Background: an optimization exercise with open tools, aiming at small area, a short achievable clock period and few clock cycles. Do not read the settings as production practice. At most, simulation tests tie the RTL to the original design; equivalence was not proved. Power is estimated from default activity; no workload was simulated.

## accum_top
module accum_top #(
  parameter int unsigned NumAcc = accum_pkg::NUM_ACC
) (
  input  logic                        clk_state,
  input  logic                        rst_ni,
  input  logic                        psel_i,
  input  logic                        penable_i,
  input  logic                        pwrite_i,
  input  logic [7:0]                  paddr_i,
  input  logic [31:0]                 pwdata_i,
  output logic [31:0]                 prdata_o,
  output logic                        pready_o,
  output logic                        pslverr_o,
  input  logic                        psum_valid_i,
  output logic                        psum_ready_o,
  input  logic [accum_pkg::ACC_W-1:0] psum_data_i,
  output logic                        out_valid_o,
  input  logic                        out_ready_i,
  output logic [accum_pkg::OUT_W-1:0] out_data_o,
  output logic                        done_o
);
export LEC_CHECK = 0
export CAP_MARGIN = 20
export CORE_MARGIN = 2
export CORE_UTILIZATION = 80
export SETUP_SLACK_MARGIN = 5
export SLEW_MARGIN = 20
create_clock -name core_clock -period 8.5 [get_ports {clk_state}]
run.sh (not shown) runs the stock make flow with config.mk's settings and CLKGATE_MAP_FILE= SYNTH_SCRIPT=/design/flow/synth_recipe.tcl, a recipe that flattens the netlist after the stock synthesis.
The baseline died in global routing on GRT-0232.
==> next run, changes <==
--- a/flow/config.mk
+++ b/flow/config.mk
@@ -9,3 +9,4 @@
 export CORE_MARGIN = 2
-export CORE_UTILIZATION = 80
+export CORE_UTILIZATION = 70
+export CTS_BUF_LIST = sky130_fd_sc_hd__clkbuf_8
 export SETUP_SLACK_MARGIN = 5
=>
- With this change the flow completed with no timing, DRC or antenna violations
- area after synthesis does not change
- synthesized cell count is unchanged
==> next run, changes <==
==> flow/flow/run.sh (new file) <==
#!/bin/bash
# The standard layout, with repair_timing aiming 5.5 ns below the clock period.
set -euo pipefail
bash standard.sh SETUP_SLACK_MARGIN=5.5 finish > standard.log 2>&1
==> flow/standard.sh (new file) <==
#!/bin/bash
# synth_recipe.tcl (not shown) runs the flow's synth.tcl, then flattens the netlist and writes it again
# the make line also repeats each setting of config.mk as NAME=value (left out here)
make -C /OpenROAD-flow-scripts/flow DESIGN_CONFIG=/design/flow/config.mk WORK_HOME=/design/flow/orfs CLKGATE_MAP_FILE= SYNTH_SCRIPT=/design/flow/synth_recipe.tcl "${@:-finish}"
--- a/flow/config.mk
+++ b/flow/config.mk
@@ -10,4 +10,2 @@
 export CORE_UTILIZATION = 70
-export CTS_BUF_LIST = sky130_fd_sc_hd__clkbuf_8
-export SETUP_SLACK_MARGIN = 5
 export SLEW_MARGIN = 20
removed: flow/run.sh
Result: The changed run finished with timing, DRC and antenna clean. Global-route usage rises by 4.8 points. Synthesized cell count stays the same. Non-clock buffer count went up by 62. Routed wire length climbs by 31%. Flip-flop and latch count does not change. Worst hold slack gains 0.018 ns.
==> next run, changes <==
==> flow/run.sh (new file) <==
#!/bin/bash
# synth_recipe.tcl (not shown) runs the flow's synth.tcl, then flattens the netlist and writes it again
# the make line also repeats each setting of config.mk as NAME=value (left out here)
make -C /OpenROAD-flow-scripts/flow DESIGN_CONFIG=/design/flow/config.mk WORK_HOME=/design/flow/orfs CLKGATE_MAP_FILE= SYNTH_SCRIPT=/design/flow/synth_recipe.tcl finish
--- a/flow/config.mk
+++ b/flow/config.mk
@@ -10,2 +10,3 @@
 export CORE_UTILIZATION = 70
+export SETUP_SLACK_MARGIN = 5
 export SLEW_MARGIN = 20
removed: flow/flow/run.sh
removed: flow/standard.sh
The changed run produced a clean layout.
Via count fell by 10%.
Clock power came out lower by about 7%.
Maximum frequency came out lower by 1.0%.
Global-route usage went down by 4.9 points.
Sequential power went down by about 4%.
Die area stays the same.
Setup slack is worse by 0.037 ns.
Wire length falls by 22%.
First-iteration DRC count goes down by 45%.
No functional check of the RTL was part of any run of this note.


Another version of the RTL of accum_top (not shown whole).
Size in the first run: roughly 410 flip-flops.
// accum_top
module accum_top #(
  parameter int unsigned NumAcc = accum_pkg::NUM_ACC
) (
  input  logic                        clk_state,
  input  logic                        rst_ni,
  input  logic                        psel_i,
  input  logic                        penable_i,
  input  logic                        pwrite_i,
  input  logic [7:0]                  paddr_i,
  input  logic [31:0]                 pwdata_i,
  output logic [31:0]                 prdata_o,
  output logic                        pready_o,
  output logic                        pslverr_o,
  input  logic                        psum_valid_i,
  output logic                        psum_ready_o,
  input  logic [accum_pkg::ACC_W-1:0] psum_data_i,
  output logic                        out_valid_o,
  input  logic                        out_ready_i,
  output logic [accum_pkg::OUT_W-1:0] out_data_o,
  output logic                        done_o
);
Settings: LEC_CHECK=0, CAP_MARGIN=20, CORE_MARGIN=2, CORE_UTILIZATION=60, SETUP_SLACK_MARGIN=5, SLEW_MARGIN=20; clock period 8.5 ns.
Stock flow here: none of the scripts above is used.
Testbench counts at the start, summed over its fixed seeds: cycles 8,040.
==> next run, changes <==
- CORE_UTILIZATION: 60 -> 40
Effect: Count of clock-buffer cells in the layout falls by 3; worst setup slack got worse by 41 ps; cell area rises by 0.57%; total power hardly moves.

re-timing with driven ports:
How much do the figures lean on ideal ports? The routed layouts below were timed once more, with nothing changed but the port constraints.
Step 1 assumes that a clkbuf_16 drives the clock port and a buf_2 every other input.
Step 2 moves the port delays by t, midway between the first and last clock arrival at a register: inputs arrive t later, outputs are due t later. That takes back most of the time a late clock gives input paths.
Slacks: no drivers / after step 1 / after step 2; pairs: no drivers / after step 1.
| run | t, ns | slack for setup (ns) | worst setup path after step 2 | latest minus earliest clock arrival (ns) | slew at the worst register clock pin (ns) |
|---|---|---|---|---|---|
| the second run of note 1 | 0.667 | 4.949 / 4.897 / 4.435 | input to register | 0.037 / 0.037 | 0.07 / 0.07 |
| the third run of note 1 | 0.605 | 4.947 / 4.947 / 4.715 | input to register | 0.027 / 0.027 | 0.08 / 0.08 |
| the fourth run of note 1 | 0.627 | 4.910 / 4.856 / 4.421 | input to register | 0.030 / 0.031 | 0.07 / 0.07 |
| the first run of note 2 | 0.603 | 4.867 / 4.861 / 4.303 | input to register | 0.025 / 0.025 | 0.07 / 0.07 |
| the second run of note 2 | 0.608 | 4.826 / 4.808 / 4.239 | input to register | 0.035 / 0.036 | 0.07 / 0.07 |
After both steps every run listed still meets setup and hold. The setup slack of the second run of note 2, which loses most, moves by -0.018 ns with the drivers and by -0.587 ns with both steps.
